What follows belongs to an exercise in optimizing a design on an open flow for small area and a short achievable clock period; a production flow would make more cautious choices. RTL that was checked went through simulation tests only; none was proved equivalent to the original. For runs 4 and 5, only the layout was checked, not whether the RTL still works. Power figures rest on the tool's default switching activity, not on a simulated workload.

<file path="constraint.sdc">
create_clock -name core_clock -period 5.3 [get_ports {clk}]
set_input_delay 1.0600 -clock core_clock [delete_from_list [all_inputs] [get_ports {clk}]]
set_output_delay 1.0600 -clock core_clock [all_outputs]
set_load 0.01 [all_outputs]
</file>
<file path="config.mk">
export PLATFORM = sky130hd
export DESIGN_NAME = strided_copy
export DESIGN_NICKNAME = strided_copy
export VERILOG_FILES = /design/flow/design.v
export SDC_FILE = /design/flow/constraint.sdc
export NUM_CORES = 4
export LEC_CHECK = 0
export ABC_CLOCK_PERIOD_IN_PS = 3000
export CAP_MARGIN = 20
export CORE_MARGIN = 2
export CORE_UTILIZATION = 45
export SETUP_SLACK_MARGIN = 2.0
export SLEW_MARGIN = 20
</file>
<file path="design.v">
`default_nettype none
package copy_cfg_pkg;
    localparam int ADDR_W = 16;
    localparam int DATA_BYTES = 64;
    localparam int DATA_W     = DATA_BYTES * 8;
    localparam int NUM_DIMS = 6;
    localparam int REQ_W_DEFAULT = 16;
endpackage : copy_cfg_pkg
`default_nettype wire
`default_nettype none
package copy_types_pkg;
    localparam int ADDR_W   = 16;
    localparam int DATA_W   = 64 * 8;
    localparam int NUM_DIMS = 6;
    typedef struct packed {
        logic [ADDR_W-1:0]                   base;
        logic [NUM_DIMS-1:0][ADDR_W-1:0] size;
        logic [NUM_DIMS-1:0][ADDR_W-1:0] stride;
    } addr_pattern_t;
    typedef struct packed {
        logic [ADDR_W-1:0] addr;
        logic              vld;
    } rd_req_t;
    typedef struct packed {
        logic [ADDR_W-1:0] addr;
        logic [DATA_W-1:0] data;
        logic              vld;
    } wr_beat_t;
endpackage : copy_types_pkg
`default_nettype wire
`default_nettype none
module req_counter #(
    parameter int CNT_W = copy_cfg_pkg::REQ_W_DEFAULT
) (
    input  logic             clk,
    input  logic             load,
    input  logic [CNT_W-1:0] load_val,
    input  logic             dec,
    output logic [CNT_W-1:0] count
);
    always_ff @(posedge clk) begin
        if (load)     count <= load_val;
        else if (dec) count <= count - 1'b1;
    end
endmodule
`default_nettype wire
`default_nettype none
module nested_addr_gen (
    input  logic                            clk,
    input  logic                            init_pulse,
    input  copy_types_pkg::addr_pattern_t   pattern,
    input  logic                            step,
    output logic [copy_cfg_pkg::ADDR_W-1:0] addr
);
    localparam int ND = copy_cfg_pkg::NUM_DIMS;
    localparam int AW = copy_cfg_pkg::ADDR_W;
    logic [AW-1:0]          base_q;
    logic [ND-1:0][AW-1:0]  size_q;
    logic [ND-1:0][AW-1:0]  cnt_q;      
    logic [ND-1:0]          last_q;     
    logic [ND-1:0][AW-1:0]  jmp_q;      
    logic [ND-1:0]          jmp_ok;
    logic [ND-1:0]          sel_q;      
    logic [AW-1:0]          jn_q;       
    logic                   okn_q;      
    logic [ND-1:0]          below;      
    logic [ND-1:0]          tiny;      
    logic [ND-1:0]          last_nx;
    logic [ND-1:0]          ok_nx;
    logic [ND-1:0]          sel_nx;
    logic [AW-1:0]          jn_nx;
    logic                   okn_nx;
    logic [AW-1:0]          nxt;
    logic [AW-1:0]          new_jmp;
    always_comb begin
        logic seen;
        seen = 1'b0;
        for (int d = 0; d < ND; d++) begin
            seen     = seen | sel_q[d];
            below[d] = ~seen;
            tiny[d] = (size_q[d][AW-1:1] == '0);
        end
    end
    always_comb begin
        for (int d = 0; d < ND; d++) begin
            last_nx[d] = last_q[d];
            ok_nx[d]   = jmp_ok[d];
            if (step) begin
                if (below[d])      last_nx[d] = tiny[d];
                else if (sel_q[d]) last_nx[d] = (cnt_q[d] == AW'(2));
                if (sel_q[d])      ok_nx[d]   = 1'b1;
            end
        end
    end
    always_comb begin
        logic carry;
        carry = 1'b1;
        for (int d = 0; d < ND; d++) begin
            sel_nx[d] = carry & ~last_nx[d];
            carry     = carry & last_nx[d];
        end
    end
    always_comb begin
        jn_nx  = '0;
        okn_nx = 1'b0;
        for (int d = 0; d < ND; d++) begin
            jn_nx  = jn_nx | ({AW{sel_nx[d]}} & jmp_q[d]);
            okn_nx = okn_nx | (sel_nx[d] & ok_nx[d]);
        end
    end
    assign nxt     = (okn_q ? addr : base_q) + jn_q;
    assign new_jmp = (base_q - addr) + jn_q;
    always_ff @(posedge clk) begin
        if (init_pulse) begin
            base_q <= pattern.base;
            addr   <= pattern.base;
            size_q <= pattern.size;
            cnt_q  <= pattern.size;
            jmp_q  <= pattern.stride;
            jmp_ok <= '0;
            for (int d = 0; d < ND; d++)
                last_q[d] <= (pattern.size[d][AW-1:1] == '0);
        end else begin
            last_q <= last_nx;
            jmp_ok <= ok_nx;
            if (step) begin
                addr <= nxt;
                for (int d = 0; d < ND; d++) begin
                    if (below[d])      cnt_q[d] <= size_q[d];
                    else if (sel_q[d]) cnt_q[d] <= cnt_q[d] - 1'b1;
                    if (sel_q[d] & ~jmp_ok[d]) jmp_q[d] <= new_jmp;
                end
            end
        end
    end
    always_ff @(posedge clk) begin
        sel_q <= sel_nx;
        jn_q  <= jn_nx;
        okn_q <= okn_nx;
    end
endmodule
`default_nettype wire
`default_nettype none
module copy_sequencer #(
    parameter int REQ_W = copy_cfg_pkg::REQ_W_DEFAULT
) (
    input  logic             clk,
    input  logic             reset_n,
    input  logic             init_pulse,
    input  logic [REQ_W-1:0] areq_num,
    input  logic             rdata_vld,
    output logic             rd_vld,      
    output logic             finish
);
    logic             active;      
    logic             rd_go;
    logic             last_pre;    
    logic [REQ_W-1:0] rd_left;     
    logic [REQ_W-1:0] rsp_left;    
    always_ff @(posedge clk or negedge reset_n) begin
        if (~reset_n)        active <= 1'b0;
        else if (init_pulse) active <= 1'b1;
    end
    assign rd_go = active & (rd_left != '0);
    req_counter #(.CNT_W(REQ_W)) u_rd_cnt (
        .clk      (clk)
    ,   .load     (init_pulse)
    ,   .load_val (areq_num)
    ,   .dec      (rd_go)
    ,   .count    (rd_left)
    );
    req_counter #(.CNT_W(REQ_W)) u_rsp_cnt (
        .clk      (clk)
    ,   .load     (init_pulse)
    ,   .load_val (areq_num)
    ,   .dec      (rdata_vld)
    ,   .count    (rsp_left)
    );
    always_ff @(posedge clk or negedge reset_n) begin
        if (~reset_n) begin
            rd_vld   <= 1'b0;
            last_pre <= 1'b0;
            finish   <= 1'b0;
        end else begin
            rd_vld   <= rd_go;
            last_pre <= (rdata_vld & (rsp_left == REQ_W'(1)))
                      | (init_pulse & (areq_num == '0));
            finish   <= last_pre;
        end
    end
endmodule
`default_nettype wire
`default_nettype none
module write_stage (
    input  logic                            clk,
    input  logic                            reset_n,
    input  logic [copy_cfg_pkg::DATA_W-1:0] rdata,
    input  logic                            rdata_vld,
    output logic [copy_cfg_pkg::DATA_W-1:0] wdata,
    output logic                            wvld
);
    always_ff @(posedge clk) begin
        wdata <= rdata;
    end
    always_ff @(posedge clk or negedge reset_n) begin
        if (~reset_n) wvld <= 1'b0;
        else          wvld <= rdata_vld;
    end
endmodule
`default_nettype wire
`default_nettype none
module strided_copy #(
    parameter int REQ_W = copy_cfg_pkg::REQ_W_DEFAULT
) (
    input  logic                            clk,
    input  logic                            reset_n,
    input  logic                            init_pulse,
    input  logic [REQ_W-1:0]                areq_num,
    input  logic [copy_cfg_pkg::ADDR_W*(1+2*copy_cfg_pkg::NUM_DIMS)-1:0] rd_pattern,
    input  logic [copy_cfg_pkg::ADDR_W*(1+2*copy_cfg_pkg::NUM_DIMS)-1:0] wr_pattern,
    input  logic [copy_cfg_pkg::DATA_W-1:0] rdata,
    input  logic                            rdata_vld,
    output logic [copy_cfg_pkg::ADDR_W-1:0] rd_req_addr,
    output logic                            rd_req_vld,
    output logic [copy_cfg_pkg::ADDR_W-1:0] wr_addr,
    output logic [copy_cfg_pkg::DATA_W-1:0] wr_data,
    output logic                            wr_vld,
    output logic                            finish
);
    copy_types_pkg::addr_pattern_t   rd_pat;
    copy_types_pkg::addr_pattern_t   wr_pat;
    assign rd_pat = rd_pattern;
    assign wr_pat = wr_pattern;
    copy_sequencer #(.REQ_W(REQ_W)) u_seq (
        .clk        (clk)
    ,   .reset_n    (reset_n)
    ,   .init_pulse (init_pulse)
    ,   .areq_num   (areq_num)
    ,   .rdata_vld  (rdata_vld)
    ,   .rd_vld     (rd_req_vld)
    ,   .finish     (finish)
    );
    nested_addr_gen u_rd_gen (
        .clk        (clk)
    ,   .init_pulse (init_pulse)
    ,   .pattern    (rd_pat)
    ,   .step       (rd_req_vld)
    ,   .addr       (rd_req_addr)
    );
    nested_addr_gen u_wr_gen (
        .clk        (clk)
    ,   .init_pulse (init_pulse)
    ,   .pattern    (wr_pat)
    ,   .step       (wr_vld)
    ,   .addr       (wr_addr)
    );
    write_stage u_wr_stage (
        .clk        (clk)
    ,   .reset_n    (reset_n)
    ,   .rdata      (rdata)
    ,   .rdata_vld  (rdata_vld)
    ,   .wdata      (wr_data)
    ,   .wvld       (wr_vld)
    );
endmodule
`default_nettype wire
</file>
<file path="run.sh">
#!/bin/bash
# synth_recipe.tcl (not shown) runs the flow's synth.tcl, then flattens the netlist and writes it again
# the make line also repeats each setting of config.mk as NAME=value (left out here)
make -C /OpenROAD-flow-scripts/flow DESIGN_CONFIG=/design/flow/config.mk WORK_HOME=/design/flow/orfs CLKGATE_MAP_FILE= SYNTH_SCRIPT=/design/flow/synth_recipe.tcl finish
</file>
==> run notes, run 1 <==
status=aborted with a tool error; Last stage=3_2_place_iop; tool error=[ERROR PPL-0024] Number of IO pins (1495) exceeds maximum number of available positions (1206). Increase the die perimeter from 1335.24um to 2033.20um.; Synth Instances=~4300; post-synthesis mux area share=0.726%; cell area after synthesis=between 40000 and 50000 sq um; Seq/Total Area, Yosys=roughly 65%; EDFF count, synth=around 670; Post-Synth Adder-Cell Area=3.58%; Yosys top cell by area=edfxtp_1; synthesized area per cell=11.5 sq um; async set-or-reset flop fraction in the synthesized netlist=less than 1%; initial core utilization=a little under half; Synth area leaders=edfxtp_1 (41%), dfxtp_1 (24%), nand2_1 (4.3%), o21ai_0 (3.8%), a21oi_1 (3.1%); largest family of logic cells by synthesized area=simple AND/OR/NAND/NOR gates; Main synth FF type=edfxtp_1; Ys Warns=4; Chip Height=roughly 330 um; Yosys cell types=between 70 and 80; Post-Synth XOR/XNOR Area=3.45%; die width=about 330 um; area fraction in compound gates after synthesis=around 11%; post-synth top area share=between 40% and 50%; Post-Syn Nets=about 5300; Core Rows=between 100 and 150; simple-gate portion of the synthesized area=between 10% and 20%; register bit total from synthesis=1259
## Yosys cell counts, types with 13 or more instances
| library cell | n |
|---|---|
| o2bb2ai_1 | 18 |
| a2bb2oi_1 | 17 |
| o31ai_1 | 18 |
| edfxtp_1 | 672 |
| a311oi_1 | 17 |
| a21oi_1 | 302 |
| inv_1 | 249 |
| nand3_1 | 49 |
| xor2_1 | 74 |
| fa_1 | 32 |
| a221oi_1 | 17 |
| o221ai_1 | 18 |
| dfxtp_1 | 582 |
| a31oi_1 | 13 |
| xnor2_1 | 119 |
| nor2b_1 | 28 |
| and3_1 | 15 |
| nand4_1 | 29 |
| nor4_1 | 127 |
| or3_1 | 48 |
| ha_1 | 89 |
| o21ai_0 | 367 |
| mux2_2 | 20 |
| or4_1 | 30 |
| nor2_1 | 271 |
| a221o_1 | 17 |
| a21o_1 | 66 |
| nor3_1 | 82 |
| nand2_1 | 567 |
| mux2i_1 | 13 |
| clkbuf_1 | 143 |
## cell families after synthesis
logic type	Yosys count
AOI/OAI and AO/OA	923
xor gates and xnor gates	193
adders and majority gates	121
buffers and inverters	415
DFF	1259
muxes	33
and+or+nand+nor	1322
==> inputs of run 2 (changes only) <==
--- a/config.mk
+++ b/config.mk
@@ -9,4 +9,4 @@
 export CAP_MARGIN = 20
-export CORE_MARGIN = 2
-export CORE_UTILIZATION = 45
+export CORE_AREA = 5 5 505 505
+export DIE_AREA = 0 0 510 510
 export SETUP_SLACK_MARGIN = 2.0
==> run 2 against run 1 <==
  * The run now finishes clean
  * Synthesized cell count unchanged
  * Synthesized area stayed put
==> run notes, run 2 <==
maximum vdd drop=between 300 and 400 uV; Worst-Margin Slew=approximately 1.1 ns; layout cells sized above 1=approximately 8.0%; slowest CP cell=clkdlybuf4s50_1; Critical Path RT=4.24 ns; kind of start point of the critical path=flop; Sw Ratio=roughly 34%; RSZ-0062 raised after global routing=yes; P_sw=around 12 mW; Yosys top cell by area=edfxtp_1; global-route wire length before repair=~420000 um; max FFs per register=roughly 500; Post-Place Setup Slack=between 1 and 1.5 ns; Reg with most FFs=u_wr_stage.wdata; maximum clock frequency=a little over 0.3 GHz; Post-CTS Hold Buffers=0; Post-Route WL=about 340000 um; Reg power frac=a little under two fifths; register bit total from synthesis=1259 (unchanged); EDFF count, synth=672 (unchanged); Leakage=28.2 nW; Clk Tree Root Cell=clkbuf_16; Max clock buf depth=3; CP Data Arrival Time=roughly 2.2 ns; top post-synthesis cells by count=edfxtp_1 (672), dfxtp_1 (582), nand2_1 (567); cell area after synthesis=48900 sq um (unchanged); # DRC=0; final setup fails=0; most common cell after layout, fill and taps aside=clkdlybuf4s50_1; Buffers on Ports=1494; grt ovf=0; combinational power share=31.0%; async set-or-reset flop fraction in the synthesized netlist=0.397% (unchanged); crit path time final=about 3.3 ns; DR iter-0 viols=between 4000 and 5000; Slew Viols, Final=0; Non-Filler Instances=roughly 9400; routed vias=roughly 42000; setup TNS=0 ns; Tot GR Track Use=about a quarter; synthesized area per cell=11.5 sq um (unchanged); CTS tree=built; Num CTS Buffers=154; Synth area leaders=edfxtp_1 (41%), dfxtp_1 (24%), nand2_1 (4.3%), o21ai_0 (3.8%), a21oi_1 (3.1%); PwrDens=between 400 and 500 nW/um^2; Final period util=roughly 62%; Vias/cell=~4.5; post-route setup slack=roughly 2.0 ns; clock power share=between 30% and 40%; Chip Height=510 um (+53%); critical setup path kind=flop to output port; Yosys cell types=75 (unchanged); cell with the most instances after synthesis=edfxtp_1; Sink Count=between 1000 and 1500; vias in the first global route=40300; max incr delay on CP=0.71 ns; Max transition margin=between 20% and 30%; Ports=between 1000 and 1500; die width=510 um (+53%); Buf/Inv on CP=1; Worst Setup End Kind=output port; crit-path max FO=2; clk_skew=about 0.075 ns; worst hold-check path type=flop to flop; Core Region=between 200000 and 250000 sq um; Worst-path clk slew=~0.07 ns; Main synth FF type=edfxtp_1; worst-skew pair later-pin latency=approximately 0.84 ns; H-Tree Level Count=4; largest net degree at the start of global routing=148; post-synth top area share=41.2% (unchanged); Post-Syn Nets=5335 (unchanged); die area=about 260000 sq um; Synth Instances=4266 (unchanged); Avg WL per Cell=36.5 um; CP cell instances=clkdlybuf4s50_1; initial core utilization=19.7% (-26 points); Hold Fails Final Rpt=0; max-cap violation count=0; Final GP Congestion=between 1 and 1.5; dpl hpwl=between 200000 and 300000 um; number of detailed-route iterations in the first pass=5; area delta synth->final=51.6%; initial antenna violation count=between 200 and 250; commonest non-fill, non-tap cells in the layout=clkdlybuf4s50_1 (1416), edfxtp_1 (672), dfxtp_1 (566), nand2_1 (563), o21ai_0 (349); Placed Cells=~9000; status=timing/DRC/antenna clean; Post-DRT Antenna Nets=0; Core Rows=183 (+53%); Final nets=approximately 7000; Cell Int Power=23.4 mW; kind of cell adding the most delay to the critical path=buffers and inverters; Ys Warns=4 (unchanged); Seq/Total Area, Yosys=65.3% (unchanged)
run 2: worst paths after layout:
path | from | endpoint | slack, ns | cells after the start
max | u_wr_stage.wdata[336] | wr_data[336] | 2.01 | 1
min reg2reg | u_wr_gen.jmp_q[76] | u_wr_gen.jn_q[12] | 0.43 | 1
min | u_wr_gen.jmp_q[76] | u_wr_gen.jn_q[12] | 0.43 | 1
max reg2reg | u_rd_gen.jn_q[3] | u_rd_gen.jmp_q[31] | 2.05 | 12
max in group asynchronous | reset_n | u_seq.rd_vld | 4.00 | 1
min in group asynchronous | reset_n | u_wr_stage.wvld | 0.72 | 1
run 2: cell families (layout without fill, tap and decap cells):
kind of cell / after synthesis / in the layout / share of synthesized area (%)
other cells: 0 / 87 / 0
flops: 1259 / 1259 / 65.3
fa+ha+maj: 121 / 121 / 3.58
xor+xnor: 193 / 193 / 3.45
buf+inv: 415 / 2119 / 3.25
simple gates: 1322 / 1324 / 12.6
mux: 33 / 33 / 0.726
compound gates: 923 / 924 / 11.1
run 2: stage by stage:
step	total power [mW]	hold WS, ns	instance area [sq um]	util, %
after detailed placement	23.8	0.440	68000	27.3
after CTS	35.4	0.433	73600	29.6
after floorplan	18.9	0.331	48900	-
after global placement	23.7	0.440	68000	27.3
after global routing	37.4	0.423	74100	29.8
final	35.7	0.432	74200	29.9
run 2: final cells by class:
| class | count | area, sq um |
|---|---|---|
| clock buffers | 206 | 4340 |
| clock inverters | 79 | 962 |
| diodes | 87 | 218 |
| flip-flops and latches | 1259 | 32000 |
| multi-input cells | 2595 | 16000 |
| inverters | 253 | 965 |
| fillers | 25700 | 174000 |
| well taps | 3330 | 4170 |
| repair buffers | 1581 | 15600 |
run 2: power groups by stage:
| stage | Combinational (mW) | Clock (mW) | Sequential, mW |
|---|---|---|---|
| floorplan | 5.63 | 0 | 13.3 |
| global placement | 9.97 | 0 | 13.7 |
| detailed placement | 10.1 | 0 | 13.7 |
| CTS | 10.5 | 11.3 | 13.6 |
| global route | 12.1 | 11.7 | 13.7 |
| finish | 11.1 | 11.0 | 13.6 |
run 2: metal layers:
layer  track usage [%]  vias to the layer above  wire length [um]
met2              36.0                     2567            140000
met3              11.6                      502             43500
met5                 0                        -               393
met1              32.9                    20800            143000
met4              9.81                       62             15700
li1                  -                    18500                 -
run 2: repair_timing:
item,4_1_cts,5_1_grt
pin swaps,12,18
resized for setup,127,68
hold endpoints to repair,0,0
setup buffers,18,12
endpoints found under the setup margin,196,133
cloned,1,2
==> inputs of run 3 (changes only) <==
==> flow/run.sh (new file) <==
#!/bin/bash
# The standard layout, with two changes: the port buffers are the smallest
# buffer (the resizer upsizes the ones on critical paths), and CTS adds no
# dummy loads. The make output goes to flow.log; ORFS keeps each step's log
# under orfs/logs/.
set -uo pipefail
export BUFFER_PORTS_ARGS="-buffer_cell sky130_fd_sc_hd__buf_1"
export CTS_ARGS="-sink_clustering_enable -repair_clock_nets -dont_use_dummy_load"
bash standard.sh > flow.log 2>&1
==> standard.sh (new file) <==
#!/bin/bash
# synth_recipe.tcl (not shown) runs the flow's synth.tcl, then flattens the netlist and writes it again
# the make line also repeats each setting of config.mk as NAME=value (left out here)
make -C /OpenROAD-flow-scripts/flow DESIGN_CONFIG=/design/flow/config.mk WORK_HOME=/design/flow/orfs CLKGATE_MAP_FILE= SYNTH_SCRIPT=/design/flow/synth_recipe.tcl "${@:-finish}"
--- a/config.mk
+++ b/config.mk
@@ -7,3 +7,3 @@
 export LEC_CHECK = 0
-export ABC_CLOCK_PERIOD_IN_PS = 3000
+export ABC_CLOCK_PERIOD_IN_PS = 2700
 export CAP_MARGIN = 20
@@ -11,3 +11,3 @@
 export DIE_AREA = 0 0 510 510
-export SETUP_SLACK_MARGIN = 2.0
+export SETUP_SLACK_MARGIN = 2.6
 export SLEW_MARGIN = 20
removed: run.sh
==> run 3 against run 2 <==
  * Still clean
  * Fmax rose by 4.5%
  * Wire length rose by 4.0%
  * Synthesized cell count did not move
  * Clock-buffer cell count fell by 52
  * Highest routed layer unchanged
==> run notes, run 3 <==
Worst-path clk slew=0.05 ns (-0.02 ns); crit path time final=3.15 ns (-0.142 ns); Sink Count=1259 (unchanged); worst-skew pair later-pin latency=0.80 ns (-0.04 ns); Main synth FF type=edfxtp_1; Worst Setup End Kind=flop; Sw Ratio=35.5% (+1.0 points); Final nets=7041 (+1.9%); initial core utilization=19.7% (unchanged); register bit total from synthesis=1259 (unchanged); Power Total=35.2 mW (-1.4%); grt ovf=0 (unchanged); # DRC=0 (unchanged); number of detailed-route iterations in the first pass=6 (+1); Num CTS Buffers=154 (unchanged); die width=510 um (unchanged); die area=260000 sq um (unchanged); Reg with most FFs=u_wr_stage.wdata; area delta synth->final=37.4%; PwrDens=523 nW/um^2 (+8.9%); Yosys top cell by area=edfxtp_1; Vias/cell=4.59 (+1.5%); Clk Tree Root Cell=clkbuf_16; cell with the most instances after synthesis=edfxtp_1; combinational power share=35.7% (+4.7 points); routed vias=43200 (+1.9%); Post-Route WL=356000 um (+4.0%); DR iter-0 viols=4260 (-6.0%); Ports=1495 (unchanged); Core Region=249000 sq um (unchanged); crit-path max FO=6 (+4); Seq/Total Area, Yosys=65.3% (unchanged); dpl hpwl=304000 um (+2.8%); maximum clock frequency=0.317 GHz (+4.5%); clk_skew=0.105 ns (+0.0300 ns); H-Tree Level Count=4 (unchanged); global-route wire length before repair=436000 um (+2.9%); status=timing/DRC/antenna clean; P_sw=12.5 mW (+1.5%); Core Rows=183 (unchanged); Chip Height=510 um (unchanged); max FFs per register=512 (unchanged); post-synth top area share=41.2% (unchanged); most common cell after layout, fill and taps aside=buf_1; maximum vdd drop=400 uV (+14%); clock power share=25.8% (-5.1 points); setup TNS=0 ns (unchanged); Worst-Margin Slew=1.13 ns (+0.00354 ns); max-cap violation count=0 (unchanged); vias in the first global route=41200 (+2.2%); Post-DRT Antenna Nets=0 (unchanged); Avg WL per Cell=37.8 um (+3.6%); Reg power frac=38.5% (+0.4 points); Synth area leaders=edfxtp_1 (41%), dfxtp_1 (24%), nand2_1 (4.3%), o21ai_0 (3.8%), a21oi_1 (3.1%); async set-or-reset flop fraction in the synthesized netlist=0.397% (unchanged); Critical Path RT=5.81 ns (+1.57 ns); Post-Syn Nets=5335 (unchanged); Hold Fails Final Rpt=0 (unchanged); largest net degree at the start of global routing=221 (+49%); CTS tree=built; EDFF count, synth=672 (unchanged); commonest non-fill, non-tap cells in the layout=buf_1 (1289), edfxtp_1 (672), nand2_1 (536), dfxtp_1 (507), o21ai_0 (324); Cell Int Power=22.7 mW (-2.9%); worst hold-check path type=primary input to async pin; Yosys cell types=75 (unchanged); Max transition margin=24.9% (-0.25 points); RSZ-0062 raised after global routing=yes; final setup fails=0 (unchanged); top post-synthesis cells by count=edfxtp_1 (672), dfxtp_1 (582), nand2_1 (567); Synth Instances=4266 (unchanged); Final period util=59.4% (-2.7 points); Tot GR Track Use=26.0% (+0.85 points); Final GP Congestion=1.05 (+1.2%); cell area after synthesis=48900 sq um (unchanged); Ys Warns=4 (unchanged); Max clock buf depth=3 (unchanged); critical setup path kind=flop to flop; kind of start point of the critical path=flop; Buffers on Ports=1494 (unchanged); Slew Viols, Final=0 (unchanged); Leakage=25.0 nW (-11%); synthesized area per cell=11.5 sq um (unchanged); layout cells sized above 1=17.0% (+9.0 points); initial antenna violation count=215 (+7.0%); CP Data Arrival Time=3.66 ns (+1.43 ns)
run 3: cell types whose count changed in the layout (fill, tap and decap cells not counted), sizes merged, moves of 12 or more:
cell,change
dlygate4sd2,-63
dlymetal6s2s,-13
clkdlybuf4s15,+12
buf,+1589
diode,+41
clkinv,-54
clkdlybuf4s50,-1416
clkbuf,-40
run 3: logic make-up (layout without fill, tap and decap cells):
kind of cell,Yosys count,after routing,share of synthesized area [%]
xor+xnor,193,193,3.45
fa+ha+maj,121,121,3.58
mux,33,33,0.726
compound gates,923,923,11.1
flops,1259,1259,65.3
simple gates,1322,1323,12.6
buf+inv,415,2118,3.25
other cells,0,128,0
run 3: final timing paths:
path	depth (start not counted)	to	from	slack, ns
setup / recovery	13	u_rd_gen.jmp_q[63]	u_rd_gen.jn_q[7]	2.15
max in group asynchronous	2	u_seq.rd_vld	reset_n	4.79
setup reg to reg	13	u_rd_gen.jmp_q[63]	u_rd_gen.jn_q[7]	2.15
hold / removal	2	u_seq.active	reset_n	0.26
hold reg to reg	1	u_wr_gen.jn_q[3]	u_wr_gen.jmp_q[83]	0.42
min in group core_clock	1	u_wr_stage.wdata[85]	rdata[85]	0.33
run 3: layout make-up:
type	count	area [sq um]
Fill cell	26400	181000
Sequential cell	1259	32100
Multi-Input combinational cell	2593	17500
Timing Repair Buffer	1707	8300
Tap cell	3330	4170
Clock buffer	154	3850
Inverter	253	986
Antenna cell	128	320
Timing Repair inverter	4	57.6
run 3: critical path, stage by stage (launching register included):
cell and delay [ns]:
dfxtp_2 0.34, inv_2 0.04, fa_1 0.58, inv_2 0.06, ha_4 0.24, a21o_1 0.16
a21o_1 0.19, a21o_1 0.18, a31oi_4 0.19, o211ai_1 0.24, a31oi_1 0.27, mux2i_2 0.23
buf_4 0.17, nor2_1 0.05
run 3: layer usage:
layer	GRT usage, %	routed length, um	vias up
met5	0.439	715	-
li1	-	-	18700
met1	34.5	152000	21300
met2	37.1	144000	2551
met3	10.4	39100	651
met4	11.8	20400	78
run 3: power by group through the flow:
| stage | Clock [mW] | Sequential [mW] | Combinational, mW |
|---|---|---|---|
| 6_report | 9.09 | 13.5 | 12.6 |
| 4_1_cts | 9.34 | 13.5 | 11.5 |
| 3_5_place_dp | 0 | 13.7 | 9.61 |
| 2_1_floorplan | 0 | 13.3 | 5.99 |
| 5_1_grt | 9.64 | 13.6 | 13.6 |
| 3_3_place_gp | 0 | 13.6 | 9.47 |
run 3: timing repair:
action,in CTS,in global routing
setup buffers,95,59
pin swaps,127,103
gates resized for setup,770,168
hold buffers,0,0
gates cloned,14,3
hold endpoints to repair,0,0
setup endpoints to repair,481,280
run 3: through the flow:
stage | worst slack (ns) | area [sq um] | hold slack, ns | std cells | util, %
after floorplan | 2.32 | 49400 | 0.331 | 4266 | -
after global placement | 1.36 | 58900 | 0.453 | 8973 | 23.7
after detailed placement | 1.67 | 59000 | 0.450 | 8975 | 23.7
after CTS | 2.16 | 65600 | 0.164 | 9238 | 26.4
after global routing | 2.04 | 67100 | 0.177 | 9363 | 27.0
final | 2.15 | 67200 | 0.264 | 9428 | 27.0
==> inputs of run 4 (changes only) <==
--- a/design.v
+++ b/design.v
@@ -57,5 +57,8 @@
     logic [AW-1:0]          base_q;
+    logic [AW-1:0]          back_q;     
     logic [ND-1:0][AW-1:0]  size_q;
+    logic [ND-1:0]          tiny_q;     
     logic [ND-1:0][AW-1:0]  cnt_q;      
     logic [ND-1:0]          last_q;     
+    logic [ND-1:0]          pen_q;      
     logic [ND-1:0][AW-1:0]  jmp_q;      
@@ -66,3 +69,2 @@
     logic [ND-1:0]          below;      
-    logic [ND-1:0]          tiny;      
     logic [ND-1:0]          last_nx;
@@ -72,4 +74,2 @@
     logic                   okn_nx;
-    logic [AW-1:0]          nxt;
-    logic [AW-1:0]          new_jmp;
     always_comb begin
@@ -80,3 +80,2 @@
             below[d] = ~seen;
-            tiny[d] = (size_q[d][AW-1:1] == '0);
         end
@@ -88,4 +87,4 @@
             if (step) begin
-                if (below[d])      last_nx[d] = tiny[d];
-                else if (sel_q[d]) last_nx[d] = (cnt_q[d] == AW'(2));
+                if (below[d])      last_nx[d] = tiny_q[d];
+                else if (sel_q[d]) last_nx[d] = pen_q[d];
                 if (sel_q[d])      ok_nx[d]   = 1'b1;
@@ -110,4 +109,2 @@
     end
-    assign nxt     = (okn_q ? addr : base_q) + jn_q;
-    assign new_jmp = (base_q - addr) + jn_q;
     always_ff @(posedge clk) begin
@@ -116,2 +113,3 @@
             addr   <= pattern.base;
+            back_q <= '0;
             size_q <= pattern.size;
@@ -120,4 +118,7 @@
             jmp_ok <= '0;
-            for (int d = 0; d < ND; d++)
+            for (int d = 0; d < ND; d++) begin
+                tiny_q[d] <= (pattern.size[d][AW-1:1] == '0);
                 last_q[d] <= (pattern.size[d][AW-1:1] == '0);
+                pen_q[d]  <= (pattern.size[d] == AW'(2));
+            end
         end else begin
@@ -126,7 +127,13 @@
             if (step) begin
-                addr <= nxt;
+                addr   <= (okn_q ? addr : base_q) + jn_q;
+                back_q <= (okn_q ? back_q : '0) - jn_q;
                 for (int d = 0; d < ND; d++) begin
-                    if (below[d])      cnt_q[d] <= size_q[d];
-                    else if (sel_q[d]) cnt_q[d] <= cnt_q[d] - 1'b1;
-                    if (sel_q[d] & ~jmp_ok[d]) jmp_q[d] <= new_jmp;
+                    if (below[d]) begin
+                        cnt_q[d] <= size_q[d];
+                        pen_q[d] <= (size_q[d] == AW'(2));
+                    end else if (sel_q[d]) begin
+                        cnt_q[d] <= cnt_q[d] - 1'b1;
+                        pen_q[d] <= (cnt_q[d] == AW'(3));
+                    end
+                    if (sel_q[d] & ~jmp_ok[d]) jmp_q[d] <= back_q + jn_q;
                 end
==> run 4 against run 3 <==
  * Wire length fell by 1.5%
  * Clock-buffer cell count rose by 5
  * Critical path depth is 4 lower
  * Hold slack better by 0.051 ns
  * Critical endpoint is now u_wr_gen.addr[14]
  * Largest power group unchanged
==> run notes, run 4 <==
status=timing/DRC/antenna clean; cell area after synthesis=51800 sq um (+5.7%); maximum vdd drop=304 uV (-24%); commonest non-fill, non-tap cells in the layout=buf_1 (1301), edfxtp_1 (696), nand2_1 (603), dfxtp_1 (541), o21ai_0 (340); Avg WL per Cell=36.9 um (-2.3%); die area=260000 sq um (unchanged); number of detailed-route iterations in the first pass=10 (+4); initial antenna violation count=202 (-6.0%); Num CTS Buffers=159 (+3.2%); max-cap violation count=0 (unchanged); maximum clock frequency=0.350 GHz (+10%); Multi-input gate area=18500 sq um (+5.5%); Worst-path clk slew=0.06 ns (about the same); worst hold-check path type=primary input to flop; clk_skew=0.0821 ns (-0.0228 ns); clock power share=29.5% (+3.7 points); Slew Viols, Final=0 (unchanged); Final nets=7194 (+2.2%); CP Data Arrival Time=3.45 ns (-0.21 ns); M2 GR Usage=42.2% (+5.2 points); kind of cell adding the most delay to the critical path=compound AO/OA/AOI/OAI gates; slowest CP cell=dfxtp_4; routed vias=45300 (+4.7%); DR iter-0 viols=4996 (+17%); Post-Route WL=351000 um (-1.5%); grt ovf=0 (unchanged); Post-Syn Nets=5578 (+4.6%); routing usage on met1=30.0% (-4.4 points); Clk Tree Root Cell=clkbuf_16; final setup fails=0 (unchanged); die width=510 um (unchanged); CP cell instances=buf_12 -> mux2_2 -> ha_1 -> or3_1 -> o21ai_2 -> a211oi_2 -> o32a_1 -> a2111o_1 -> o211ai_1; sequential cell area=33400 sq um (+4.3%); Buffers on Ports=1494 (unchanged); Reg with most FFs=u_wr_stage.wdata; Buf/Inv on CP=1 (-2); Leakage=25.0 nW (+0.17%); combinational power share=27.8% (-7.9 points); top post-synthesis cells by count=edfxtp_1 (696), dfxtp_1 (614), nand2_1 (608); worst-skew pair later-pin latency=0.83 ns (+0.03 ns); most common cell after layout, fill and taps aside=buf_1; Worst-Margin Slew=1.10 ns (-0.0250 ns); Main synth FF type=edfxtp_1; Sw Ratio=33.2% (-2.3 points); critical setup path kind=flop to flop; Ys Warns=4 (unchanged); crit-path max FO=5 (-1); Seq/Total Area, Yosys=64.4% (-0.91 points); Vias/cell=4.76 (+3.9%); RSZ-0062 raised after global routing=yes; Reg power frac=42.7% (+4.2 points); Tot GR Track Use=25.7% (-0.36 points); P_sw=10.6 mW (-15%); vias in the first global route=43200 (+4.8%); PwrDens=466 nW/um^2 (-11%); Max transition margin=26.6% (+1.7 points); post-synth top area share=40.4% (-0.84 points); max incr delay on CP=0.41 ns (-0.17 ns); CTS tree=built; Post-CTS Hold Buffers=0 (unchanged); Top Usage Layer GRT=met2; # DRC=0 (unchanged); Final period util=54.0% (-5.5 points); crit path time final=2.86 ns (-0.291 ns); initial core utilization=20.8% (+1.1 points); Chip Height=510 um (unchanged); Cell Int Power=21.2 mW (-6.5%); largest net degree at the start of global routing=148 (-33%); cell with the most instances after synthesis=edfxtp_1; post-route setup slack=2.44 ns (+0.291 ns); kind of start point of the critical path=flop; synthesized area per cell=11.5 sq um (+0.15%); Worst Setup End Kind=flop; area delta synth->final=31.9%; Post-DRT Antenna Nets=0 (unchanged); EDFF count, synth=696 (+3.6%); Core Rows=183 (unchanged); Core Region=249000 sq um (unchanged); Post-Place Setup Slack=1.55 ns (-0.117 ns); max FFs per register=512 (unchanged); H-Tree Level Count=4 (unchanged); hold_ws=0.315 ns (+0.0511 ns); dpl hpwl=302000 um (-0.68%); Ports=1495 (unchanged); Layout fillers=26300 (-0.44%); register bit total from synthesis=1315 (+4.4%); met3 Track Usage GR=11.5% (+1.1 points); Yosys cell types=83 (+11%); Hold Fails Final Rpt=0 (unchanged); Synth Instances=4504 (+5.6%); setup TNS=0 ns (unchanged); Synth area leaders=edfxtp_1 (40%), dfxtp_1 (24%), nand2_1 (4.4%), o21ai_0 (3.7%), a21oi_1 (3.1%); async set-or-reset flop fraction in the synthesized netlist=0.380% (-0.017 points); Max clock buf depth=3 (unchanged); Sink Count=1315 (+4.4%); Critical Path RT=5.89 ns (+0.08 ns); global-route wire length before repair=437000 um (+0.16%); Yosys top cell by area=edfxtp_1; layout cells sized above 1=13.8% (-3.2 points); Final GP Congestion=0.981 (-6.3%)
## run 4: cell types whose count changed after synthesis, moves of 24 or more
cell | previous run | this run
inv_1 | 249 | 123
mux2_2 | 20 | 49
ha_1 | 89 | 120
nand2_1 | 567 | 608
edfxtp_1 | 672 | 696
dfxtp_1 | 582 | 614
fa_1 | 32 | 6
a22oi_1 | 1 | 37
## run 4: stage by stage
step | total power [mW] | std cells | util, % | area [sq um]
6_report | 31.8 | 9504 | 27.5 | 68300
3_3_place_gp | 20.9 | 9188 | 24.7 | 61400
5_1_grt | 33.1 | 9460 | 27.4 | 68200
3_5_place_dp | 21.1 | 9190 | 24.7 | 61500
2_1_floorplan | 17.8 | 4504 | - | 52000
4_1_cts | 31.2 | 9399 | 26.9 | 67000
## run 4: cell type report
class                   count  share of cell area, %
diodes                     56                  0.205
multi-input cells        2880                   27.0
clock buffers             159                   5.83
flip-flops and latches   1315                   49.0
inverters                 123                  0.684
well taps                3330                   6.10
repair buffers           1641                   11.2
## run 4: metal layers
layer	share of wire [%]	routed length [um]
met2	47	164000
met1	37	131000
met4	3.5	12100
met5	0.29	1010
met3	12	43300
## run 4: power groups by stage
stage	clock network, mW	registers, mW	logic (mW)
2_1_floorplan	0	13.3	4.50
5_1_grt	9.92	13.7	9.56
3_5_place_dp	0	13.7	7.38
4_1_cts	9.58	13.5	8.07
3_3_place_gp	0	13.7	7.19
6_report	9.39	13.6	8.84
## run 4: kinds of logic (layout without fill, tap and decap cells)
| group | Yosys count | in the layout | share of synthesized area (%) |
|---|---|---|---|
| xor gates and xnor gates | 201 | 201 | 3.40 |
| buffers and inverters | 311 | 1923 | 2.41 |
| other | 0 | 56 | 0 |
| AOI/OAI and AO/OA | 1022 | 1022 | 11.7 |
| adders and majority gates | 126 | 126 | 3.13 |
| and+or+nand+nor | 1452 | 1454 | 13.4 |
| DFF | 1315 | 1315 | 64.4 |
| muxes | 77 | 77 | 1.61 |
## run 4: path summary, 6_finish.rpt
check / from / end / slack, ns / depth (start not counted)
worst max-delay path: u_wr_gen.okn_q / u_wr_gen.addr[14] / 2.44 / 9
worst min-delay path: rdata[154] / u_wr_stage.wdata[154] / 0.32 / 1
worst max register to register: u_wr_gen.okn_q / u_wr_gen.addr[14] / 2.44 / 9
worst min register to register: u_seq.last_pre / u_seq.finish / 0.35 / 0
max in group asynchronous: reset_n / u_seq.rd_vld / 4.21 / 1
min in group asynchronous: reset_n / u_seq.finish / 0.37 / 1
## run 4: timing repair
action,in CTS,in global routing
resized for setup,649,164
setup buffers,46,47
gates cloned,4,2
pin swaps,46,81
setup endpoints to repair,444,172
==> inputs of run 5 (changes only) <==
--- a/config.mk
+++ b/config.mk
@@ -7,3 +7,3 @@
 export LEC_CHECK = 0
-export ABC_CLOCK_PERIOD_IN_PS = 2700
+export ABC_CLOCK_PERIOD_IN_PS = 2300
 export CAP_MARGIN = 20
@@ -11,3 +11,3 @@
 export DIE_AREA = 0 0 510 510
-export SETUP_SLACK_MARGIN = 2.6
+export SETUP_SLACK_MARGIN = 3.0
 export SLEW_MARGIN = 20
==> run 5 against run 4 <==
  * Still clean on timing, DRC and antenna
  * Critical path type unchanged
  * Highest routed layer unchanged
  * Hold slack got worse by 0.037 ns
  * Largest power group unchanged
  * Utilization is 3.7 points higher
  * Clock-buffer cell count is 1 lower
==> run notes, run 5 <==
status=timing/DRC/antenna clean; Ys Warns=4 (unchanged); Post-CTS Hold Buffers=0 (unchanged); initial core utilization=20.8% (unchanged); Clk Tree Root Cell=clkbuf_16; commonest non-fill, non-tap cells in the layout=buf_1 (953), edfxtp_1 (696), nand2_1 (560), buf_6 (392), dfxtp_2 (383); Num CTS Buffers=158 (-0.63%); Main synth FF type=edfxtp_1; dpl hpwl=295000 um (-2.4%); Post-Route WL=353000 um (+0.65%); register bit total from synthesis=1315 (unchanged); clock power share=27.5% (-2.0 points); Slew Viols, Final=0 (unchanged); CP Data Arrival Time=3.54 ns (+0.09 ns); # DRC=0 (unchanged); Reg power frac=40.3% (-2.4 points); CTS tree=built; number of detailed-route iterations in the first pass=7 (-3); Core Region=249000 sq um (unchanged); maximum vdd drop=324 uV (+6.6%); Synth area leaders=edfxtp_1 (40%), dfxtp_1 (24%), nand2_1 (4.4%), o21ai_0 (3.7%), a21oi_1 (3.1%); cell area after synthesis=51800 sq um (unchanged); hold_ws=0.279 ns (-0.0368 ns); EDFF count, synth=696 (unchanged); global-route wire length before repair=438000 um (+0.35%); Chip Height=510 um (unchanged); Worst-Margin Slew=1.15 ns (+0.0461 ns); H-Tree Level Count=4 (unchanged); final setup fails=0 (unchanged); cell with the most instances after synthesis=edfxtp_1; critical setup path kind=flop to flop; setup TNS=0 ns (unchanged); die area=260000 sq um (unchanged); kind of start point of the critical path=flop; Core Rows=183 (unchanged); Post-DRT Antenna Nets=0 (unchanged); grt ovf=0 (unchanged); worst reg2reg path depth=13 (+4); layout cells sized above 1=32.7% (+19 points); Yosys top cell by area=edfxtp_1; Ports=1495 (unchanged); Post-Syn Nets=5578 (unchanged); max FFs per register=512 (unchanged); Final nets=7349 (+2.2%); Buffers on Ports=1494 (unchanged); clk_skew=0.103 ns (+0.0210 ns); Leakage=28.9 nW (+16%); maximum clock frequency=0.338 GHz (-3.3%); post-synth top area share=40.4% (unchanged); vias in the first global route=44400 (+2.8%); RSZ-0062 raised after global routing=yes; Final period util=55.8% (+1.8 points); Tot GR Track Use=25.7% (about the same); area delta synth->final=49.8%; crit path time final=2.96 ns (+0.0966 ns); initial antenna violation count=182 (-9.9%); worst hold-check path type=primary input to async pin; Max clock buf depth=3 (unchanged); Hold Fails Final Rpt=0 (unchanged); Synth Instances=4504 (unchanged); Max transition margin=23.5% (-3.1 points); Final GP Congestion=1.01 (+3.2%); Worst Setup End Kind=flop; routed vias=46600 (+2.9%); largest net degree at the start of global routing=207 (+40%); crit-path max FO=6 (+1); Avg WL per Cell=36.5 um (-1.2%); async set-or-reset flop fraction in the synthesized netlist=0.380% (unchanged); Yosys cell types=83 (unchanged); Sw Ratio=33.4% (+0.14 points); Placed Area=61800 sq um (+0.55%); combinational power share=32.3% (+4.5 points); r2r setup slk=2.34 ns (-0.10 ns); Sink Count=1315 (unchanged); Reg with most FFs=u_wr_stage.wdata; PwrDens=440 nW/um^2 (-5.6%); synthesized area per cell=11.5 sq um (unchanged); die width=510 um (unchanged); worst-skew pair later-pin latency=0.84 ns (about the same); Cell Int Power=22.7 mW (+7.0%); top post-synthesis cells by count=edfxtp_1 (696), dfxtp_1 (614), nand2_1 (608); DR iter-0 viols=5132 (+2.7%); max-cap violation count=0 (unchanged); P_sw=11.4 mW (+7.7%); Vias/cell=4.81 (+1.0%); final instance area=77500 sq um (+14%); most common cell after layout, fill and taps aside=buf_1; Worst-path clk slew=0.06 ns (about the same); Critical Path RT=5.89 ns (about the same); Seq/Total Area, Yosys=64.4% (unchanged)
-- run 5: path summary, 6_finish.rpt --
path / from / endpoint
max: u_wr_gen.okn_q / u_wr_gen.addr[14]
min: reset_n / u_seq.last_pre
max reg2reg: u_wr_gen.okn_q / u_wr_gen.addr[14]
min reg2reg: u_seq.last_pre / u_seq.finish
max in group asynchronous: reset_n / u_seq.rd_vld
min in group core_clock: rdata[19] / u_wr_stage.wdata[19]
-- run 5: cell families after synthesis --
logic type | after synthesis | synth area share, %
buffers and inverters | 311 | 2.41
multiplexers | 77 | 1.61
flip-flops | 1315 | 64.4
XOR/XNOR | 201 | 3.40
AO/OA/AOI/OAI | 1022 | 11.7
adder cells (fa/ha/maj) | 126 | 3.13
AND/OR/NAND/NOR | 1452 | 13.4
-- run 5: repair_timing --
action | 4_1_cts | 5_1_grt
hold endpoints to repair | 0 | 0
resized for setup | 2890 | 388
pin swaps | 137 | 155
setup buffers | 144 | 101
gates cloned | 20 | 4
setup endpoints to repair | 1025 | 845
-- run 5: worst max-delay path: stages (launching register included) --
cell and delay (ns):
dfxtp_4 0.36, buf_12 0.13, mux2_4 0.31, ha_4 0.16, inv_2 0.05, fa_2 0.24
nor2b_4 0.06, o21ai_2 0.15, a21boi_2 0.09, o21ai_2 0.20, a211oi_2 0.12, o32a_1 0.36
a2111o_1 0.38, o211ai_1 0.09
-- run 5: per-layer routing --
metal,global-route usage [%],part of all wire [%],up-vias
met3,14.0,14,621
met4,11.0,5.1,122
met5,0.713,0.31,-
met2,37.4,42,2809
met1,31.3,38,23100
li1,-,-,19900
-- run 5: metrics by stage --
stage | setup WS (ns) | utilization (%) | instances | total power [mW]
after floorplan | 2.51 | - | 4504 | 18.0
after global placement | 1.65 | 24.9 | 9175 | 21.1
after detailed placement | 1.60 | 24.9 | 9176 | 21.3
after CTS | 2.38 | 30.1 | 9498 | 32.9
after global routing | 2.25 | 31.1 | 9637 | 35.5
final | 2.34 | 31.2 | 9679 | 34.1
-- run 5: power groups by stage --
stage / sequential [mW] / combinational, mW / clock [mW]
after floorplan: 13.3 / 4.72 / 0
after global placement: 13.7 / 7.42 / 0
after detailed placement: 13.7 / 7.57 / 0
after CTS: 13.6 / 9.71 / 9.57
after global routing: 13.8 / 11.8 / 9.91
final: 13.7 / 11.0 / 9.37
-- run 5: area by class of cell --
class / count / area (sq um)
Antenna cell: 76 / 190
Clock buffer: 158 / 3950
Tap cell: 3330 / 4170
Fill cell: 25300 / 171000
Inverter: 123 / 469
Sequential cell: 1315 / 34300
Timing Repair Buffer: 1793 / 14100
Multi-Input combinational cell: 2884 / 20300
==> inputs of run 6 (changes only) <==
--- a/design.v
+++ b/design.v
@@ -50,2 +50,3 @@
     input  logic                            init_pulse,
+    input  logic                            prime,      
     input  copy_types_pkg::addr_pattern_t   pattern,
@@ -74,2 +75,4 @@
     logic                   okn_nx;
+    logic                   adv;        
+    assign adv = step | prime;
     always_comb begin
@@ -86,3 +89,3 @@
             ok_nx[d]   = jmp_ok[d];
-            if (step) begin
+            if (adv) begin
                 if (below[d])      last_nx[d] = tiny_q[d];
@@ -112,13 +115,7 @@
             base_q <= pattern.base;
-            addr   <= pattern.base;
-            back_q <= '0;
             size_q <= pattern.size;
-            cnt_q  <= pattern.size;
             jmp_q  <= pattern.stride;
             jmp_ok <= '0;
-            for (int d = 0; d < ND; d++) begin
+            for (int d = 0; d < ND; d++)
                 tiny_q[d] <= (pattern.size[d][AW-1:1] == '0);
-                last_q[d] <= (pattern.size[d][AW-1:1] == '0);
-                pen_q[d]  <= (pattern.size[d] == AW'(2));
-            end
         end else begin
@@ -126,3 +123,3 @@
             jmp_ok <= ok_nx;
-            if (step) begin
+            if (adv) begin
                 addr   <= (okn_q ? addr : base_q) + jn_q;
@@ -143,5 +140,11 @@
     always_ff @(posedge clk) begin
-        sel_q <= sel_nx;
-        jn_q  <= jn_nx;
-        okn_q <= okn_nx;
+        if (init_pulse) begin
+            sel_q <= '0;
+            jn_q  <= '0;
+            okn_q <= 1'b0;
+        end else begin
+            sel_q <= sel_nx;
+            jn_q  <= jn_nx;
+            okn_q <= okn_nx;
+        end
     end
@@ -238,2 +241,6 @@
     copy_types_pkg::addr_pattern_t   wr_pat;
+    logic                            prime;     
+    always_ff @(posedge clk) begin
+        prime <= init_pulse;
+    end
     assign rd_pat = rd_pattern;
@@ -252,2 +259,3 @@
     ,   .init_pulse (init_pulse)
+    ,   .prime      (prime)
     ,   .pattern    (rd_pat)
@@ -259,2 +267,3 @@
     ,   .init_pulse (init_pulse)
+    ,   .prime      (prime)
     ,   .pattern    (wr_pat)
--- a/config.mk
+++ b/config.mk
@@ -7,3 +7,3 @@
 export LEC_CHECK = 0
-export ABC_CLOCK_PERIOD_IN_PS = 2300
+export ABC_CLOCK_PERIOD_IN_PS = 2700
 export CAP_MARGIN = 20
@@ -11,3 +11,3 @@
 export DIE_AREA = 0 0 510 510
-export SETUP_SLACK_MARGIN = 3.0
+export SETUP_SLACK_MARGIN = 2.6
 export SLEW_MARGIN = 20
==> run 6 against run 5 <==
  * Synthesized area decreased by 2.1%
  * Critical path depth decreased by 2
  * Sequential power about the same
  * Hold slack got worse by 0.044 ns
  * Setup slack improved by 0.21 ns
  * Die area unchanged
  * First-iteration DRC count decreased by 5.9%
  * Sequential cell count increased by 1
  * Clock power increased by 0.9%
  * Via count decreased by 7.7%
  * Register-to-register slack improved by 0.21 ns
  * Largest cell class unchanged
  * Largest power group unchanged
==> run notes, run 6 <==
Sw Ratio=32.2% (-1.2 points); area delta synth->final=30.7%; PwrDens=452 nW/um^2 (+2.9%); crit-path max FO=7 (+1); max-cap violation count=0 (unchanged); Hold Fails Final Rpt=0 (unchanged); post-synth top area share=43.9% (+3.5 points); die area=260000 sq um (unchanged); Chip Height=510 um (unchanged); setup TNS=0 ns (unchanged); kind of cell adding the most delay to the critical path=compound AO/OA/AOI/OAI gates; critical setup path kind=flop to flop; commonest non-fill, non-tap cells in the layout=buf_1 (1281), edfxtp_1 (740), dfxtp_1 (480), nand2_1 (456), nor2_1 (300); Post-CTS Hold Buffers=0 (unchanged); async set-or-reset flop fraction in the synthesized netlist=0.380% (about the same); Seq/Total Area, Yosys=66.7% (+2.3 points); Max clock buf depth=3 (unchanged); Leakage=23.9 nW (-17%); Synth Instances=4170 (-7.4%); Worst-Margin Slew=1.12 ns (-0.0242 ns); Avg WL per Cell=39.8 um (+9.0%); Vias/cell=4.70 (-2.4%); Post-Route WL=364000 um (+3.0%); layout cells sized above 1=12.8% (-20 points); Reg power frac=45.2% (+4.9 points); Yosys top cell by area=edfxtp_1; Buffers on Ports=1494 (unchanged); final setup fails=0 (unchanged); initial antenna violation count=200 (+9.9%); clk_skew=0.0920 ns (-0.0112 ns); global-route wire length before repair=444000 um (+1.4%); Layout fillers=26500 (+4.6%); Final nets=6845 (-6.9%); register bit total from synthesis=1316 (+0.076%); Ys Warns=5 (+1); Placed Area=60500 sq um (-2.2%); Worst-path clk slew=0.06 ns (about the same); Post-Syn Nets=5247 (-5.9%); Slew Viols, Final=0 (unchanged); RSZ-0062 raised after global routing=yes; Reg with most FFs=u_wr_stage.wdata; Clk Tree Root Cell=clkbuf_16; Main synth FF type=edfxtp_1; dpl hpwl=315000 um (+6.7%); maximum vdd drop=317 uV (-1.9%); max FFs per register=512 (unchanged); worst reg2reg path depth=11 (-2); cell with the most instances after synthesis=edfxtp_1; clock power share=31.6% (+4.1 points); status=timing/DRC/antenna clean; Tot GR Track Use=26.6% (+0.90 points); H-Tree Level Count=4 (unchanged); synthesized area per cell=12.1 sq um (+5.7%); DR iter-0 viols=4828 (-5.9%); Num CTS Buffers=160 (+1.3%); crit path time final=2.75 ns (-0.208 ns); Synth area leaders=edfxtp_1 (44%), dfxtp_1 (23%), nand2_1 (3.4%), ha_1 (3.0%), a21oi_1 (2.8%); grt ovf=0 (unchanged); Final GP Congestion=1.09 (+7.5%); worst-skew pair later-pin latency=0.82 ns (-0.02 ns); Core Region=249000 sq um (unchanged); most common cell after layout, fill and taps aside=buf_1; combinational power share=23.3% (-9.0 points); Worst path depth=11 (-2); Sink Count=1316 (+0.076%); maximum clock frequency=0.364 GHz (+7.6%); Post-DRT Antenna Nets=0 (unchanged); CP cell instances=buf_4 -> buf_6 -> mux2i_4 -> inv_1 -> ha_1 -> a21o_1 -> nand4_1 -> a21oi_4 -> o41ai_4 -> nor4b_1 -> nand4b_1; Post-Place Setup Slack=1.51 ns (-0.0907 ns); final instance area=66200 sq um (-15%); vias in the first global route=41000 (-7.6%); Core Rows=183 (unchanged); Yosys cell types=78 (-6.0%); Buf/Inv on CP=3 (+1); P_sw=9.65 mW (-15%); die width=510 um (unchanged); routed vias=43000 (-7.7%); kind of start point of the critical path=flop; CTS tree=built; Final period util=51.9% (-3.9 points); Worst Setup End Kind=flop; post-route setup slack=2.55 ns (+0.208 ns); max incr delay on CP=0.44 ns (+0.06 ns); Ports=1495 (unchanged); initial core utilization=20.4% (-0.44 points); largest net degree at the start of global routing=156 (-25%); cell area after synthesis=50700 sq um (-2.1%); Cell Int Power=20.3 mW (-11%); number of detailed-route iterations in the first pass=8 (+1); Max transition margin=25.1% (+1.6 points); # DRC=0 (unchanged); Critical Path RT=5.79 ns (-0.10 ns); EDFF count, synth=740 (+6.3%); top post-synthesis cells by count=edfxtp_1 (740), dfxtp_1 (571), nand2_1 (456); slowest CP cell=dfxtp_4; worst hold-check path type=primary input to async pin; CP Data Arrival Time=3.24 ns (-0.30 ns)
==> run 6: changes by cell type in the layout (fill, tap and decap cells not counted), moves of 41 or more <==
cell,before,now
dfxtp_1,96,480
buf_6,392,13
buf_1,953,1281
dfxtp_2,383,72
buf_12,183,9
o21ai_0,285,142
buf_2,26,165
buf_4,185,61
dfxtp_4,135,19
nand2_1,560,456
inv_1,119,196
edfxtp_1,696,740
a21oi_2,51,10
nor2_1,259,300
==> run 6: final cells by class <==
cell class                 count  area (sq um)  area share [%]
antenna                       51           128           0.193
clock buffer                 160          4000            6.05
inverter                     202           778            1.18
multi-input combinational   2515         16400            24.7
sequential                  1316         33900            51.3
tap                         3330          4170            6.29
timing repair buffer        1571          6830            10.3
timing repair inverter         2          12.5          0.0189
==> run 6: timing repair <==
item / 4_1_cts / 5_1_grt
endpoints found under the setup margin: 576 / 192
gates resized for setup: 633 / 111
pin swaps: 12 / 31
hold endpoints to repair: 0 / 0
buffers inserted: 16 / 14
cloned: 3 / 4
==> run 6: cell families after synthesis <==
group	Yosys count	share of synthesized area [%]
AND/OR/NAND/NOR	1293	12.2
XOR/XNOR	229	3.96
AO/OA/AOI/OAI	794	9.80
flip-flops	1316	66.7
adder cells (fa/ha/maj)	129	3.28
buffers and inverters	343	2.66
multiplexers	66	1.42
==> run 6: per-layer routing <==
metal	track usage, %	up-vias	routed length (um)
li1	-	18300	-
met4	8.92	90	15100
met2	37.9	2661	148000
met3	13.7	622	48200
met1	34.6	21300	152000
met5	0	-	577
==> run 6: worst paths after layout <==
kind | slack [ns] | start | end
max in group asynchronous | 4.84 | reset_n | u_seq.rd_vld
max reg2reg | 2.55 | u_rd_gen.okn_q | u_rd_gen.addr[13]
min reg2reg | 0.42 | u_seq.last_pre | u_seq.finish
min in group core_clock | 0.32 | rdata[25] | u_wr_stage.wdata[25]
min | 0.23 | reset_n | u_wr_stage.wvld
max | 2.55 | u_rd_gen.okn_q | u_rd_gen.addr[13]
==> run 6: power by group through the flow <==
stage	Clock, mW	Combinational (mW)	Sequential (mW)
after floorplan	0	3.76	13.3
after global placement	0	6.17	13.7
after detailed placement	0	6.34	13.7
after CTS	9.69	6.62	13.5
after global routing	10.0	7.52	13.6
final	9.45	6.97	13.5
==> run 6: stage by stage <==
stage / instances / utilization [%] / hold slack [ns] / power, mW
2_1_floorplan: 4170 / - / 0.331 / 17.1
3_3_place_gp: 8893 / 24.3 / 0.442 / 19.9
3_5_place_dp: 8898 / 24.3 / 0.430 / 20.0
4_1_cts: 9077 / 26.4 / 0.160 / 29.8
5_1_grt: 9118 / 26.6 / 0.183 / 31.1
6_report: 9147 / 26.6 / 0.234 / 29.9
==> inputs of run 7 (changes only) <==
==> flow/run.sh (replaced) <==
#!/bin/bash
# The standard layout, with these changes: the port buffers are the
# smallest buffer (the resizer upsizes the ones on critical paths), and CTS
# adds no dummy loads and uses clkbuf_8 in larger sink clusters. The make
# output goes to flow.log; ORFS keeps each step's log under orfs/logs/.
set -uo pipefail
export BUFFER_PORTS_ARGS="-buffer_cell sky130_fd_sc_hd__buf_1"
export CTS_ARGS="-sink_clustering_enable -repair_clock_nets -dont_use_dummy_load -buf_list sky130_fd_sc_hd__clkbuf_8 -sink_clustering_size 20 -sink_clustering_max_diameter 60"
bash standard.sh > flow.log 2>&1
==> run 7 against run 6 <==
  * Synthesized cell count is the same
  * Critical endpoint is now u_wr_gen.addr[13]
  * Clock power fell by 34%
  * Non-clock buffer count is 17 higher
  * Clock skew rose by 0.12 ns
  * Final area is 0.68% higher
  * Synthesized area unchanged
  * Sequential power is essentially flat
  * First-iteration DRC count rose by 3.8%
  * Utilization up 0.18 points
  * Sequential share of layout area up 0.23 points
==> run notes, run 7 <==
kind of start point of the critical path=flop; Reg power frac=50.1% (+4.9 points); Final nets=6852 (+0.10%); crit path time final=2.72 ns (-0.0235 ns); Max clock buf depth=3 (unchanged); post-synthesis mux area share=1.42% (unchanged); area delta synth->final=31.6%; Worst Setup End Kind=flop; Clk Tree Root Cell=clkbuf_8; initial core utilization=20.4% (unchanged); clk_skew=0.217 ns (+0.125 ns); number of detailed-route iterations in the first pass=6 (-2); Placed Area=60500 sq um (unchanged); Slew Viols, Final=0 (unchanged); Worst-path clk slew=0.11 ns (+0.05 ns); simple-gate portion of the synthesized area=12.2% (unchanged); Buffers on Ports=1494 (unchanged); Synth area leaders=edfxtp_1 (44%), dfxtp_1 (23%), nand2_1 (3.4%), ha_1 (3.0%), a21oi_1 (2.8%); maximum vdd drop=258 uV (-19%); Num CTS Buffers=150 (-6.3%); setup TNS=0 ns (unchanged); clock power share=23.0% (-8.6 points); Chip Height=510 um (unchanged); # DRC=0 (unchanged); dpl hpwl=315000 um (unchanged); Post-Route WL=363000 um (-0.25%); maximum clock frequency=0.367 GHz (+0.86%); Hold Fails Final Rpt=0 (unchanged); cell area after synthesis=50700 sq um (unchanged); Synth Instances=4170 (unchanged); Tot GR Track Use=26.6% (-0.045 points); final setup fails=0 (unchanged); post-synth top area share=43.9% (unchanged); CP cell instances=buf_4 -> buf_6 -> mux2_4 -> ha_4 -> o21a_1 -> o21a_1 -> o2111ai_4 -> a21boi_2 -> nor4_1 -> a311o_1; register bit total from synthesis=1316 (unchanged); Main synth FF type=edfxtp_1; vias in the first global route=41100 (+0.23%); Avg WL per Cell=39.6 um (-0.47%); synthesized area per cell=12.1 sq um (unchanged); largest family of logic cells by synthesized area=simple AND/OR/NAND/NOR gates; area fraction in compound gates after synthesis=9.80% (unchanged); max incr delay on CP=0.43 ns (about the same); final instance area=66700 sq um (+0.68%); worst-skew pair later-pin latency=0.98 ns (+0.16 ns); max FFs per register=512 (unchanged); async set-or-reset flop fraction in the synthesized netlist=0.380% (unchanged); slowest CP cell=dfxtp_4; cell mode on critical path=o21a_1; Sw Ratio=34.2% (+1.9 points); critical setup path kind=flop to flop; DR iter-0 viols=5013 (+3.8%); Layout fillers=26500 (-0.091%); largest net degree at the start of global routing=156 (unchanged); global-route wire length before repair=443000 um (-0.16%); die width=510 um (unchanged); Core Region=249000 sq um (unchanged); P_sw=9.21 mW (-4.5%); Cell Int Power=17.8 mW (-13%); crit path from=u_wr_gen.okn_q; Yosys cell types=78 (unchanged); Worst-Margin Slew=1.17 ns (+0.0452 ns); CP Data Arrival Time=3.34 ns (+0.10 ns); worst hold-check path type=primary input to flop; sequential cell area=34300 sq um (+1.1%); die area=260000 sq um (unchanged); Post-DRT Antenna Nets=0 (unchanged); top post-synthesis cells by count=edfxtp_1 (740), dfxtp_1 (571), nand2_1 (456); crit-path max FO=5 (-2); Leakage=24.3 nW (+1.5%); Final period util=51.4% (-0.44 points); Yosys top cell by area=edfxtp_1; Ports=1495 (unchanged); Final GP Congestion=1.09 (unchanged); worst hold start=rdata[147]; initial antenna violation count=184 (-8.0%); Critical Path RT=5.91 ns (+0.12 ns); Util after Layout=26.8% (+0.18 points); Post-Syn Nets=5247 (unchanged); commonest non-fill, non-tap cells in the layout=buf_1 (1069), edfxtp_1 (740), nand2_1 (455), dfxtp_1 (367), nor2_1 (299); Post-Synth Adder-Cell Area=3.28% (unchanged); cell with the most instances after synthesis=edfxtp_1; EDFF count, synth=740 (unchanged); PwrDens=405 nW/um^2 (-11%); Ys Warns=5 (unchanged); max-cap violation count=0 (unchanged); Core Rows=183 (unchanged); combinational power share=26.9% (+3.6 points); Reg-to-Reg Start=u_wr_gen.okn_q; grt ovf=0 (unchanged); Post-Synth XOR/XNOR Area=3.96% (unchanged); layout cells sized above 1=18.6% (+5.9 points); Seq/Total Area, Yosys=66.7% (unchanged); CTS tree=built; RSZ-0062 raised after global routing=yes; status=timing/DRC/antenna clean; Vias/cell=4.67 (-0.65%); Multi-input gate area=16500 sq um (+0.67%); H-Tree Level Count=4 (unchanged); routed vias=42800 (-0.43%); Sink Count=1316 (unchanged); most common cell after layout, fill and taps aside=buf_1; Max transition margin=22.1% (-3.0 points); Reg with most FFs=u_wr_stage.wdata
run 7: cell counts after synthesis:
Identical to the previous run, type by type.
run 7: path summary, 6_finish.rpt:
kind,end,slack [ns],cells after the start
min in group asynchronous,u_seq.last_pre,0.68,3
worst min register to register,u_rd_gen.jn_q[1],0.42,1
worst max-delay path,u_wr_gen.addr[13],2.58,10
max in group asynchronous,u_seq.rd_vld,4.30,3
worst min-delay path,u_wr_stage.wdata[147],0.16,1
worst max register to register,u_wr_gen.addr[13],2.58,10
run 7: through the flow:
step / total power, mW / std cells / setup slack, ns / hold slack [ns]
final: 27.0 / 9167 / 2.58 / 0.161
after global routing: 28.2 / 9138 / 2.46 / -0.00852
after CTS: 26.7 / 9080 / 2.48 / 0.0000850
after detailed placement: 20.0 / 8898 / 1.51 / 0.430
after global placement: 19.9 / 8893 / 1.64 / 0.442
after floorplan: 17.1 / 4170 / 2.25 / 0.331
run 7: cell families after synthesis:
group / count (synthesis)
buffers and inverters: 343
multiplexers: 66
AO/OA/AOI/OAI: 794
AND/OR/NAND/NOR: 1293
XOR/XNOR: 229
flip-flops: 1316
adder cells (fa/ha/maj): 129
run 7: final cells by class:
cell class | count | share of cell area, %
Antenna cell | 64 | 0.240
Clock buffer | 150 | 3.10
Inverter | 202 | 1.16
Multi-Input combinational cell | 2515 | 24.7
Sequential cell | 1316 | 51.5
Tap cell | 3330 | 6.25
Timing Repair Buffer | 1588 | 13.0
Timing Repair inverter | 2 | 0.0225
run 7: power by group through the flow:
stage / Sequential, mW / Clock (mW) / Combinational (mW)
after detailed placement: 13.7 / 0 / 6.34
final: 13.5 / 6.20 / 7.25
after CTS: 13.5 / 6.42 / 6.83
after floorplan: 13.3 / 0 / 3.76
after global placement: 13.7 / 0 / 6.17
after global routing: 13.6 / 6.78 / 7.79
run 7: timing repair:
item	4_1_cts	5_1_grt
hold buffers	4	0
setup buffers	23	20
hold endpoints to repair	4	0
endpoints found under the setup margin	759	208
pin swaps	15	31
resized for setup	1577	109
cloned	5	1
run 7: layer usage:
layer	GRT usage, %	share of wire [%]	vias to the layer above
met5	1.11	0.26	-
met4	8.30	3.8	86
met3	13.0	12	575
met2	38.2	41	2528
met1	34.7	43	21300
li1	-	-	18300
run 7: critical path: cells and delay by family, from the launching register on:
kind                       cells  cell delay, ns
adders and majority gates      1            0.28
buffers and inverters          2            0.24
muxes                          1            0.32
DFF                            1            0.43
AOI/OAI and AO/OA              5            1.10
and+or+nand+nor                1            0.07

[re-timing with driven ports]
No port has a modelled driver above. Below, the same layouts with a new extraction and two added sets of constraints.
Step 1: set_driving_cell puts a clkbuf_16 on clk and a buf_2 on each other input, an assumption about the parent block.
Step 2 times the ports against the registers' clock, not the clock port: input delays grow and output delays shrink by t, the midpoint of the rising clock arrivals with the driver on.
Three values: ideal ports, drivers, drivers and shift; two values: the first two.
run | shift t [ns] | setup slack, ns | worst hold slack (ns) | worst setup path after step 2 | pins driven straight from the clock port
run 2 | 0.880 | 2.008 / 1.910 / 1.755 | 0.432 / 0.432 / 0.432 | input to register | 1
run 3 | 0.864 | 2.149 / 2.149 / 1.821 | 0.264 / 0.196 / 0.418 | input to register | 1
run 4 | 0.881 | 2.441 / 2.441 / 1.875 | 0.315 / 0.241 / 0.349 | input to register | 1
run 5 | 0.870 | 2.344 / 2.344 / 2.179 | 0.279 / 0.219 / 0.359 | input to register | 1
run 6 | 0.873 | 2.552 / 2.494 / 1.715 | 0.234 / 0.182 / 0.421 | input to register | 1
run 7 | 0.972 | 2.575 / 2.515 / 1.725 | 0.161 / 0.090 / 0.422 | input to register | 1
After both steps setup and hold are still met in every run listed. The setup slack of run 7, which loses most, moves by -0.060 ns with the drivers and by -0.850 ns with both steps.
